Source: an optimization exercise on an open RTL-to-GDS flow (aim: small area, a short achievable clock period and few clock cycles per item). Production flows keep margins and buffers that such runs may drop. At most, simulation tests tie the RTL to the original design; equivalence was not proved.

==> run Z: inputs <==
Design idct_top, start of the top module:
module idct_top (
	input  logic                 CLOCK_50_I,
	input  logic                 resetn,
	input  logic                 start,
	input  idct_pkg::blk_row_t   block_row,
	input  idct_pkg::blk_col_t   block_col,
	output logic                 busy,
	output logic                 done,
	input  idct_pkg::sram_data_t sram_read_data,
	output idct_pkg::sram_data_t sram_write_data,
	output idct_pkg::sram_addr_t sram_address,
	output logic                 sram_we_n
);
clock: 9.0 ns
lec_check: 0
abc_clock_period_in_ps: 3500
cap_margin: 20
core_margin: 2
core_utilization: 30
place_density: 0.5
setup_slack_margin: 5
slew_margin: 20
run.sh (not shown) runs the stock make flow with config.mk's settings and CLKGATE_MAP_FILE= SYNTH_SCRIPT=/design/flow/synth_recipe.tcl, a recipe that flattens the netlist after the stock synthesis.
==> run B (differences from run Z) <==
CORE_UTILIZATION = 50   (was 30)
CTS_BUF_LIST = sky130_fd_sc_hd__clkbuf_8   (was not set)
CTS_CLUSTER_SIZE = 30   (was not set)
PLACE_DENSITY = 0.65   (was 0.5)
==> run P (differences from run Z) <==
--- a/flow/design.v
+++ b/flow/design.v
@@ -20,41 +20,36 @@
 		IO_IDLE,
 		IO_READ,
 		IO_WRITE
 	} io_state_t;
 endpackage
 `timescale 1ns/1ns
 module idct_tstore #(
-	parameter int L = 3                   
+	parameter int TAP = 0
 ) (
-	input  logic            CLOCK_50_I,
-	input  logic [7:0]      we,           
+	input  logic       CLOCK_50_I,
+	input  logic [7:0] we,                
 	input  logic [7:0][3:0] wd,           
-	input  logic            hi_col,       
+	input  logic [2:0] col,               
 	output logic [7:0][3:0] rd            
 );
-	function automatic int port_slot(input int r, input int c);
-		port_slot = (60 - L + 8 * (c % 4 - r) + ((c >= 4) ? 4 : 0) + 64) % 32;
-	endfunction
-	logic [7:0][31:0][3:0] ring;          
+	logic [7:0][7:0][3:0][3:0] ring;      
 	always_ff @(posedge CLOCK_50_I) begin
 		for (int r = 0; r < 8; r++) begin
-			for (int s = 0; s < 32; s++) begin
-				ring[r][s] <= ring[r][(s + 1) % 32];
-				for (int c = 0; c < 8; c++) begin
-					if (we[r] && port_slot(r, c) == s) begin
-						ring[r][s] <= wd[c];
-					end
-				end
+			for (int c = 0; c < 8; c++) begin
+				ring[r][c][0] <= ring[r][c][1];
+				ring[r][c][1] <= ring[r][c][2];
+				ring[r][c][2] <= ring[r][c][3];
+				ring[r][c][3] <= we[r] ? wd[c] : ring[r][c][0];
 			end
 		end
 	end
 	always_comb begin
 		for (int r = 0; r < 8; r++) begin
-			rd[r] = hi_col ? ring[r][4] : ring[r][0];
+			rd[r] = ring[r][col][TAP];
 		end
 	end
 endmodule
 `timescale 1ns/1ns
 module idct_ds (
 	input  logic       CLOCK_50_I,
 	input  logic [2:0] phn,          
@@ -780,101 +775,93 @@
 );
 	localparam int L       = 3;               
 	localparam int DONE_TC = 150 + L;
 	localparam int WR0     = 93 + L;          
 	localparam int PIX0    = 85 + L;          
 	logic [7:0] tc;
 	logic [7:0] tcn;                          
-	logic [7:0] tcp;                          
 	logic       accept;
-	logic       run;                          
-	assign accept = start && idle_i;
-	assign tcp    = tc + 8'd1;
-	assign tcn    = accept ? 8'd1 : (idle_i ? tc : tcp);
-	assign run    = !idle_i && !accept;
-	logic       idle_i;                       
-	logic       busy_n;
-	assign busy_n = accept || (!idle_i && tc != 8'(DONE_TC - 1));
+	assign accept = start && !busy;
+	assign tcn    = accept ? 8'd1 : (busy ? tc + 8'd1 : tc);
 	always_ff @(posedge CLOCK_50_I or negedge resetn) begin
 		if (!resetn) begin
-			busy   <= 1'b0;
-			idle_i <= 1'b1;
-			done   <= 1'b0;
-			tc     <= '0;
+			busy <= 1'b0;
+			done <= 1'b0;
+			tc   <= '0;
 		end else begin
-			tc     <= tcn;
-			busy   <= busy_n;
-			idle_i <= !busy_n;
-			done   <= !accept && !idle_i && tc == 8'(DONE_TC - 1);
+			tc <= tcn;
+			if (accept) begin
+				busy <= 1'b1;
+				done <= 1'b0;
+			end else begin
+				done <= 1'b0;
+				if (busy && tc == 8'(DONE_TC - 1)) begin
+					busy <= 1'b0;
+					done <= 1'b1;
+				end
+			end
 		end
 	end
 	logic [4:0]  rq;
 	logic [5:0]  kq;
 	logic [13:0] mpos;                        
 	logic [7:0]  wz;                          
 	logic        wr_load;                     
 	logic [2:0]  wr_i;
 	logic [1:0]  wr_w;
 	logic        rd_step;
 	logic [14:0] hi_sum;
 	logic        rd_base;
-	logic [17:0] addr, addr_inv, addr_n;
-	assign addr = ~addr_inv;
 	assign mpos    = {1'b0, rq, 8'd0} + {3'b0, rq, 6'd0} + {8'd0, kq};
-	assign wz      = tcp - 8'(WR0);
-	assign hi_sum  = addr[17:3] + (rd_step ? 15'd40 : 15'd20);
+	assign wz      = tcn - 8'(WR0);
+	assign hi_sum  = sram_address[17:3] + (rd_step ? 15'd40 : 15'd20);
 	always_ff @(posedge CLOCK_50_I or negedge resetn) begin
 		if (!resetn) begin
 			wr_load <= 1'b0;
 			rd_step <= 1'b0;
 			rd_base <= 1'b0;
 		end else begin
-			wr_load <= run && (tcp >= 8'(WR0)) && (wz < 8'd64) && !wz[3];
-			rd_step <= run && (tcp >= 8'd3) && (tcp <= 8'd65);
-			rd_base <= run && (tcp == 8'd2);
+			wr_load <= (tcn >= 8'(WR0)) && (wz < 8'd64) && !wz[3];
+			rd_step <= (tcn >= 8'd3) && (tcn <= 8'd65);
+			rd_base <= (tcn == 8'd2);
 		end
 	end
-	always_comb begin
-		addr_n = addr;
+	always_ff @(posedge CLOCK_50_I) begin
+		rq   <= block_row;
+		kq   <= block_col;
+		wr_i <= wz[2:0];
+		wr_w <= wz[5:4];
 		if (rd_base) begin
-			addr_n = {15'(mpos) + 15'd9600, 3'd0};
+			sram_address <= {15'(mpos) + 15'd9600, 3'd0};
 		end else if (rd_step) begin
-			if (addr[2:0] == 3'd7) begin
-				addr_n = {hi_sum, 3'd0};
+			if (sram_address[2:0] == 3'd7) begin
+				sram_address <= {hi_sum, 3'd0};
 			end else begin
-				addr_n[2:0] = addr[2:0] + 3'd1;
+				sram_address[2:0] <= sram_address[2:0] + 3'd1;
 			end
 		end else if (wr_load) begin
 			if (wr_i == 3'd0) begin
-				addr_n = {2'b0, mpos, wr_w};
+				sram_address <= {2'b0, mpos, wr_w};
 			end else begin
-				addr_n[17:3] = hi_sum;
+				sram_address[17:3] <= hi_sum;
 			end
 		end
 	end
-	always_ff @(posedge CLOCK_50_I) begin
-		rq           <= block_row;
-		kq           <= block_col;
-		wr_i         <= wz[2:0];
-		wr_w         <= wz[5:4];
-		addr_inv     <= ~addr_n;
-		sram_address <= addr_n;
-	end
 	logic [10:0][15:0] sr;                    
 	logic [7:0]  fz;                          
 	logic [2:0]  dk;
 	logic        pass2_ld;
 	logic [7:0][3:0] sdig;
 	logic [7:0][3:0] tdig;
 	logic [7:0][3:0] xr;
 	logic [2:0]  rd_col;
-	assign fz = tcp - 8'd5;
+	assign fz = tcn - 8'd5;
 	always_ff @(posedge CLOCK_50_I) begin
 		dk       <= fz[2:0];
-		pass2_ld <= (tcp >= 8'd77);
+		pass2_ld <= (tcn >= 8'd77);
 		rd_col   <= fz[5:3] - 3'd1;           
 	end
 	always_comb begin
 		for (int n = 0; n < 8; n++) begin
 			case (dk[1:0])
 				2'd0:    sdig[n] = sr[7 - n][3:0];
 				2'd1:    sdig[n] = sr[8 - n][7:4];
@@ -896,40 +883,40 @@
 			end else begin
 				xr[n] <= sdig[n];
 			end
 		end
 	end
 	logic [7:0][3:0] y;
 	idct_ds u_ds (
-		.CLOCK_50_I(CLOCK_50_I), .phn(tcp[2:0]),
+		.CLOCK_50_I(CLOCK_50_I), .phn(tcn[2:0]),
 		.x0(xr[0]), .x1(xr[1]), .x2(xr[2]), .x3(xr[3]),
 		.x4(xr[4]), .x5(xr[5]), .x6(xr[6]), .x7(xr[7]),
 		.y0(y[0]), .y1(y[1]), .y2(y[2]), .y3(y[3]),
 		.y4(y[4]), .y5(y[5]), .y6(y[6]), .y7(y[7])
 	);
 	logic [7:0] tz;                           
 	logic [7:0] t_we;
-	assign tz = tcp - 8'(16 + L);
+	assign tz = tcn - 8'(16 + L);
 	always_ff @(posedge CLOCK_50_I) begin
 		for (int r = 0; r < 8; r++) begin
-			t_we[r] <= run && (tcp >= 8'(16 + L)) && (tz < 8'd64) && (tz[5:3] == 3'(r)) && !tz[2];
+			t_we[r] <= (tcn >= 8'(16 + L)) && (tz < 8'd64) && (tz[5:3] == 3'(r)) && !tz[2];
 		end
 	end
-	idct_tstore #(.L(L)) u_t (
-		.CLOCK_50_I(CLOCK_50_I), .we(t_we), .wd(y), .hi_col(rd_col[2]), .rd(tdig)
+	idct_tstore #(.TAP((L + 3) % 4)) u_t (
+		.CLOCK_50_I(CLOCK_50_I), .we(t_we), .wd(y), .col(rd_col), .rd(tdig)
 	);
 	logic [7:0][3:0] yd1, yd2, yd3;
 	logic [7:0][7:0] pix;
 	logic [7:0][7:0] pa, pb;
 	logic [7:0] pz;
 	logic       pa_en, pb_en;
-	assign pz = tcp - 8'(PIX0);
+	assign pz = tcn - 8'(PIX0);
 	always_ff @(posedge CLOCK_50_I) begin
-		pa_en <= (tcp >= 8'(PIX0)) && (pz < 8'd64) && (pz[3:0] == 4'd0);
-		pb_en <= (tcp >= 8'(PIX0)) && (pz < 8'd64) && (pz[3:0] == 4'd8);
+		pa_en <= (tcn >= 8'(PIX0)) && (pz < 8'd64) && (pz[3:0] == 4'd0);
+		pb_en <= (tcn >= 8'(PIX0)) && (pz < 8'd64) && (pz[3:0] == 4'd8);
 	end
 	always_comb begin
 		for (int i = 0; i < 8; i++) begin
 			if (y[i][3]) begin
 				pix[i] = 8'd0;
 			end else if ((|y[i][2:0]) || (|yd1[i])) begin
 				pix[i] = 8'd255;
@@ -939,22 +926,26 @@
 		end
 	end
 	always_ff @(posedge CLOCK_50_I) begin
 		for (int i = 0; i < 8; i++) begin
 			yd1[i] <= y[i];
 			yd2[i] <= yd1[i];
 			yd3[i] <= yd2[i];
-			pa[i] <= pa_en ? pix[i] : pa[(i + 1) % 8];
-			pb[i] <= pb_en ? pix[i] : pb[(i + 1) % 8];
+			if (pb_en) begin
+				pb[i] <= pix[i];
+			end
+			if (pa_en) begin
+				pa[i] <= pix[i];
+			end
 		end
 		if (wr_load) begin
-			sram_write_data <= {pa[1], (wr_i == 3'd0) ? pix[0] : pb[1]};
+			sram_write_data <= {pa[wr_i], (wr_i == 3'd0) ? pix[0] : pb[wr_i]};
 		end
 	end
 	always_ff @(posedge CLOCK_50_I or negedge resetn) begin
 		if (!resetn) begin
 			sram_we_n <= 1'b1;
 		end else begin
-			sram_we_n <= !(wr_load && !idle_i);
+			sram_we_n <= !(wr_load && busy);
 		end
 	end
 endmodule
ABC_CLOCK_PERIOD_IN_PS = not set   (was 3500)
SETUP_SLACK_MARGIN = not set   (was 5)
==> summary.txt <==
metric	run P	run B	run Z
Result of the run	complete, no violations	complete, no violations	complete, no violations
Mux share of post-synthesis cell area	0.105	0.0941	0.0941
Post-synth net total	4470	4574	4574
Simple-gate portion of the synthesized area	0.0410	0.0471	0.0471
Critical path fanouts, max	9	1	22
Combined global-route utilization of all metal layers	0.124	0.190	0.123
Cell Rows	163	125	161
Die Y-Extent	450 um	346 um	445 um
Number of sinks on the clock net	1910	1932	1932
Count of flip-flops with a built-in enable after synthesis	162	24	24
Sum of met2 wire segment lengths after detailed routing	56600 um	50300 um	53700 um
Actual slew at the worst max-slew pin	1130 ps	1100 ps	1150 ps
Testbench counts of run Z, summed over its fixed seeds: cycles 19,584, blocks 128.
Testbench counts of run B, summed over its fixed seeds: cycles 19,584, blocks 128.
Only the layout flow was run in run P; the RTL was not checked for function there.

========
==> inputs of run Y <==
idct_top, a different RTL version from the one above (not shown whole).
## idct_top
module idct_top (
	input  logic                 CLOCK_50_I,
	input  logic                 resetn,
	input  logic                 start,
	input  idct_pkg::blk_row_t   block_row,
	input  idct_pkg::blk_col_t   block_col,
	output logic                 busy,
	output logic                 done,
	input  idct_pkg::sram_data_t sram_read_data,
	output idct_pkg::sram_data_t sram_write_data,
	output idct_pkg::sram_addr_t sram_address,
	output logic                 sram_we_n
);
	localparam int L       = 3;               
	localparam int DONE_TC = 146 + L;
	localparam int WR0     = 89 + L;          
	localparam int PIX0    = 81 + L;          
	logic [7:0] tc;
	logic [7:0] ac;                           
	logic [7:0] wc;                           
	logic       accept;
	logic       run;                          
	logic       idle_i;                       
	logic       busy_n;
	logic       we_q;                         
	assign accept    = start && idle_i;
	assign run       = !idle_i && !accept;
	assign busy_n    = accept || (!idle_i && tc != 8'(DONE_TC - 1));
	assign sram_we_n = !we_q;
	always_ff @(posedge CLOCK_50_I or negedge resetn) begin
		if (!resetn) begin
			busy   <= 1'b0;
			idle_i <= 1'b1;
			done   <= 1'b0;
			tc     <= '0;
			ac     <= '0;
			wc     <= '0;
		end else begin
			busy   <= busy_n;
			idle_i <= !busy_n;
			done   <= !accept && !idle_i && tc == 8'(DONE_TC - 1);
			if (accept) begin
				tc  <= 8'd1;
				ac  <= 8'd1;
				wc  <= 8'(1 - 88 - L);
			end else if (!idle_i) begin
				tc  <= tc + 8'd1;
				ac  <= ac + 8'd1;
				wc  <= wc + 8'd1;
			end
		end
	end
	logic [4:0]  rq;
	logic [5:0]  kq;
	logic [13:0] mpos;                        
	logic        rd_a, wr_a;                  
	logic [2:0]  k_a;                         
	logic        rd_first;                    
	logic        rd_second;                   
	logic [13:0] mpos_in;                     
	logic        rd1;
	logic [2:0]  c1;
	logic [15:0] hi;
	logic        wr_load;                     
	logic [2:0]  wr_i;
	logic [1:0]  wr_w;
	assign mpos    = {1'b0, rq, 8'd0} + {3'b0, rq, kq};
	assign mpos_in = {1'b0, block_row, 8'd0} + {3'b0, block_row, block_col};
	assign rd_a = (ac < 8'd64);
	assign wr_a = (wc < 8'd64) && !wc[3];
	assign k_a  = rd_a ? ac[5:3] : wc[2:0];
  ...
clock: 9.0 ns
lec_check: 0
abc_area: 1
cap_margin: 20
core_margin: 2
core_utilization: 50
cts_cluster_diameter: 100
cts_cluster_size: 30
place_density: 0.65
setup_slack_margin: 5
slew_margin: 20
standard.sh (not shown) runs the stock make flow with config.mk's settings and CLKGATE_MAP_FILE= SYNTH_SCRIPT=/design/flow/synth_recipe.tcl, a recipe that flattens the netlist after the stock synthesis.
==> flow/flow/run.sh <==
#!/bin/bash
set -euo pipefail
bash standard.sh SETUP_SLACK_MARGIN=6.2 finish > flow_make.log 2>&1
==> inputs of run M, as changes to run Y <==
==> flow/flow/run.sh (replaced) <==
#!/bin/bash
set -euo pipefail
bash standard.sh SETUP_SLACK_MARGIN=6.0 finish > flow_make.log 2>&1
- ABC_AREA: 1 -> default
- ABC_CLOCK_PERIOD_IN_PS: default -> 3500
- CORE_UTILIZATION: 50 -> 65
- PLACE_DENSITY: 0.65 -> 0.8
==> inputs of run R, as changes to run Y <==
--- a/flow/design.v
+++ b/flow/design.v
@@ -780,47 +780,55 @@
 	output idct_pkg::sram_addr_t sram_address,
 	output logic                 sram_we_n
 );
 	localparam int L       = 3;               
 	localparam int DONE_TC = 146 + L;
 	localparam int WR0     = 89 + L;          
 	localparam int PIX0    = 81 + L;          
 	logic [7:0] tc;
+	logic [7:0] tcp;                          
 	logic [7:0] ac;                           
 	logic [7:0] wc;                           
+	logic [7:0] t2;                           
 	logic       accept;
 	logic       run;                          
 	logic       idle_i;                       
 	logic       busy_n;
 	logic       we_q;                         
 	assign accept    = start && idle_i;
 	assign run       = !idle_i && !accept;
 	assign busy_n    = accept || (!idle_i && tc != 8'(DONE_TC - 1));
 	assign sram_we_n = !we_q;
 	always_ff @(posedge CLOCK_50_I or negedge resetn) begin
 		if (!resetn) begin
 			busy   <= 1'b0;
 			idle_i <= 1'b1;
 			done   <= 1'b0;
 			tc     <= '0;
+			tcp    <= 8'd1;
 			ac     <= '0;
 			wc     <= '0;
+			t2     <= 8'd2;
 		end else begin
 			busy   <= busy_n;
 			idle_i <= !busy_n;
 			done   <= !accept && !idle_i && tc == 8'(DONE_TC - 1);
 			if (accept) begin
 				tc  <= 8'd1;
+				tcp <= 8'd2;
 				ac  <= 8'd1;
 				wc  <= 8'(1 - 88 - L);
+				t2  <= 8'd3;
 			end else if (!idle_i) begin
 				tc  <= tc + 8'd1;
+				tcp <= tcp + 8'd1;
 				ac  <= ac + 8'd1;
 				wc  <= wc + 8'd1;
+				t2  <= t2 + 8'd1;
 			end
 		end
 	end
 	logic [4:0]  rq;
 	logic [5:0]  kq;
 	logic [13:0] mpos;                        
 	logic        rd_a, wr_a;                  
 	logic [2:0]  k_a;                         
@@ -872,26 +880,28 @@
 	logic [10:0][15:0] sr;                    
 	logic [2:0]  ph2;                         
 	logic [2:0]  dk;                          
 	logic        pass2_ld;
 	logic [7:0][3:0] sdig;
 	logic [7:0][3:0] tdig;
 	logic [7:0][3:0] tring;
 	logic [7:0][3:0] xr;
+	logic [7:0]  gz;
 	logic [2:0]  rd_col;
 	logic        byp;                         
 	logic [7:0][3:0] y;                       
 	assign sr[0] = sram_read_data;
-	assign ph2   = (tc < 8'd72) ? tc[2:0] + 3'd6 : tc[2:0];
+	assign ph2   = (t2 < 8'd74) ? 3'(t2 + 8'd4) : 3'(t2 + 8'd6);
+	assign gz    = t2 - 8'd74;
 	always_ff @(posedge CLOCK_50_I) begin
 		dk       <= ph2;
-		pass2_ld <= (tc >= 8'd72);
-		rd_col   <= tc[5:3] - 3'd1;              
-		byp      <= (tc >= 8'd72) && (tc <= 8'd75);
+		pass2_ld <= (t2 >= 8'd74);
+		rd_col   <= gz[5:3];
+		byp      <= (t2 >= 8'd74) && (t2 <= 8'd77);
 	end
 	always_comb begin
 		tdig    = tring;
 		if (byp) begin
 			tdig[7] = y[0];
 		end
 	end
 	always_comb begin
@@ -923,34 +933,34 @@
 		.CLOCK_50_I(CLOCK_50_I), .ph2(ph2),
 		.x0(xr[0]), .x1(xr[1]), .x2(xr[2]), .x3(xr[3]),
 		.x4(xr[4]), .x5(xr[5]), .x6(xr[6]), .x7(xr[7]),
 		.y0(y[0]), .y1(y[1]), .y2(y[2]), .y3(y[3]),
 		.y4(y[4]), .y5(y[5]), .y6(y[6]), .y7(y[7])
 	);
 	logic [7:0] tz;                           
 	logic [7:0] t_we;
-	assign tz = tc - 8'(13 + L);
+	assign tz = tcp - 8'(14 + L);
 	always_ff @(posedge CLOCK_50_I) begin
 		for (int r = 0; r < 8; r++) begin
-			t_we[r] <= run && (tc >= 8'(13 + L)) && (tz < 8'd64) && (tz[5:3] == 3'(r)) && !tz[2];
+			t_we[r] <= run && (tcp >= 8'(14 + L)) && (tz < 8'd64) && (tz[5:3] == 3'(r)) && !tz[2];
 		end
 	end
 	idct_tstore #(.L(L)) u_t (
 		.CLOCK_50_I(CLOCK_50_I), .we(t_we), .wd(y), .hi_col(rd_col[2]), .rd(tring)
 	);
 	logic [7:0][3:0] yd1, yd2, yd3;
 	logic [7:0][7:0] pix;
 	logic [7:0][7:0] pa, pb;
 	logic [7:0] pz;
 	logic       pa_en, pb_en;
-	assign pz = tc - 8'(PIX0 - 1);
+	assign pz = tcp - 8'(PIX0);
 	always_ff @(posedge CLOCK_50_I) begin
-		pa_en <= (tc >= 8'(PIX0 - 1)) && (pz < 8'd64) && (pz[3:0] == 4'd0);
-		pb_en <= (tc >= 8'(PIX0 - 1)) && (pz < 8'd64) && (pz[3:0] == 4'd8);
+		pa_en <= (tcp >= 8'(PIX0)) && (pz < 8'd64) && (pz[3:0] == 4'd0);
+		pb_en <= (tcp >= 8'(PIX0)) && (pz < 8'd64) && (pz[3:0] == 4'd8);
 	end
 	always_comb begin
 		for (int i = 0; i < 8; i++) begin
 			if (y[i][3]) begin
 				pix[i] = 8'd0;
 			end else if ((|y[i][2:0]) || (|yd1[i])) begin
 				pix[i] = 8'd255;
 			end else begin
- ABC_AREA: 1 -> default
- ABC_CLOCK_PERIOD_IN_PS: default -> 3500
- CORE_UTILIZATION: 50 -> 65
- PLACE_DENSITY: 0.65 -> 0.8
==> impl_results.md <==
* CP cell instances: inv_1 -> buf_6
* Hold worst-path end: u_t.ring[34]$_DFF_P_
* Post-cts gate resize count at about 220
* Total vias in the final route at 27,030
* Logic inverters at 510
* Crit Reg-Reg Startpoint: u_ds.p0_ge3$_DFF_P_
* Result of the run: finished clean
* Worst setup slack before clock tree synthesis at roughly 4.6 ns
(the above is from run M)
==> impl_results.md <==
* Result of the run: finished clean
* First DRT Iteration DRCs at 2,107
* Worst setup slack before clock tree synthesis at 5.03 ns
* Hold worst-path end: u_ds.d0_r3[1]$_DFF_P_
* Total vias in the final route at ~30,000
* GRT busiest layer: met2
* Crit Reg-Reg Startpoint: u_ds.p0_ge2$_DFF_P_
(the above is from run Y)
==> impl_results.md <==
* Post-cts gate resize count at roughly 360
* Logic inverters at 512
* Worst setup slack before clock tree synthesis at around 4.9 ns
* Hold worst-path end: u_t.ring[843]$_DFF_P_
* Result of the run: finished clean
* CP cell instances: inv_2 -> buf_6
(the above is from run R)
Testbench counts of run Y, summed over its fixed seeds: cycles 19,072, blocks 128.
Testbench counts of run M, summed over its fixed seeds: cycles 19,072, blocks 128.
The RTL of run R was laid out without a check of its function.

==> afterwards: timing with drivers on the ports <==
In the flow no input, the clock included, has a driving cell. The finished layouts below were timed again as built, in two steps. Step 1 sets driving cells, clkbuf_16 on the clock port and buf_2 on the other inputs (assumed; they add their load-dependent delay and slew). Step 2 adds t to the input delays and takes it off the output delays; t is the mean of the earliest and latest rising clock arrival at the registers after step 1. Input paths then give back, and output paths get back, about the clock's delay inside the block. Three values: no drivers, after step 1, after step 2; two values: the first two.
run | t, ns | setup WS [ns] | worst data-port slew with drivers (ns) | pins driven straight from the clock port
run Z | 0.861 | 5.364 / 5.289 / 5.364 | 0.07 | 1
run B | 1.013 | 5.205 / 5.142 / 5.395 | 0.05 | 1
run P | 0.877 | 4.387 / 4.438 / 3.561 | 0.04 | 1
run Y | 0.736 | 5.879 / 5.810 / 5.560 | 0.06 | 1
run M | 0.724 | 5.989 / 5.926 / 5.317 | 0.07 | 1
run R | 0.722 | 5.981 / 5.919 / 5.462 | 0.06 | 1
After both steps setup and hold are still met in every run listed. The setup slack of run P, which loses most, moves by +0.051 ns with the drivers and by -0.826 ns with both steps.
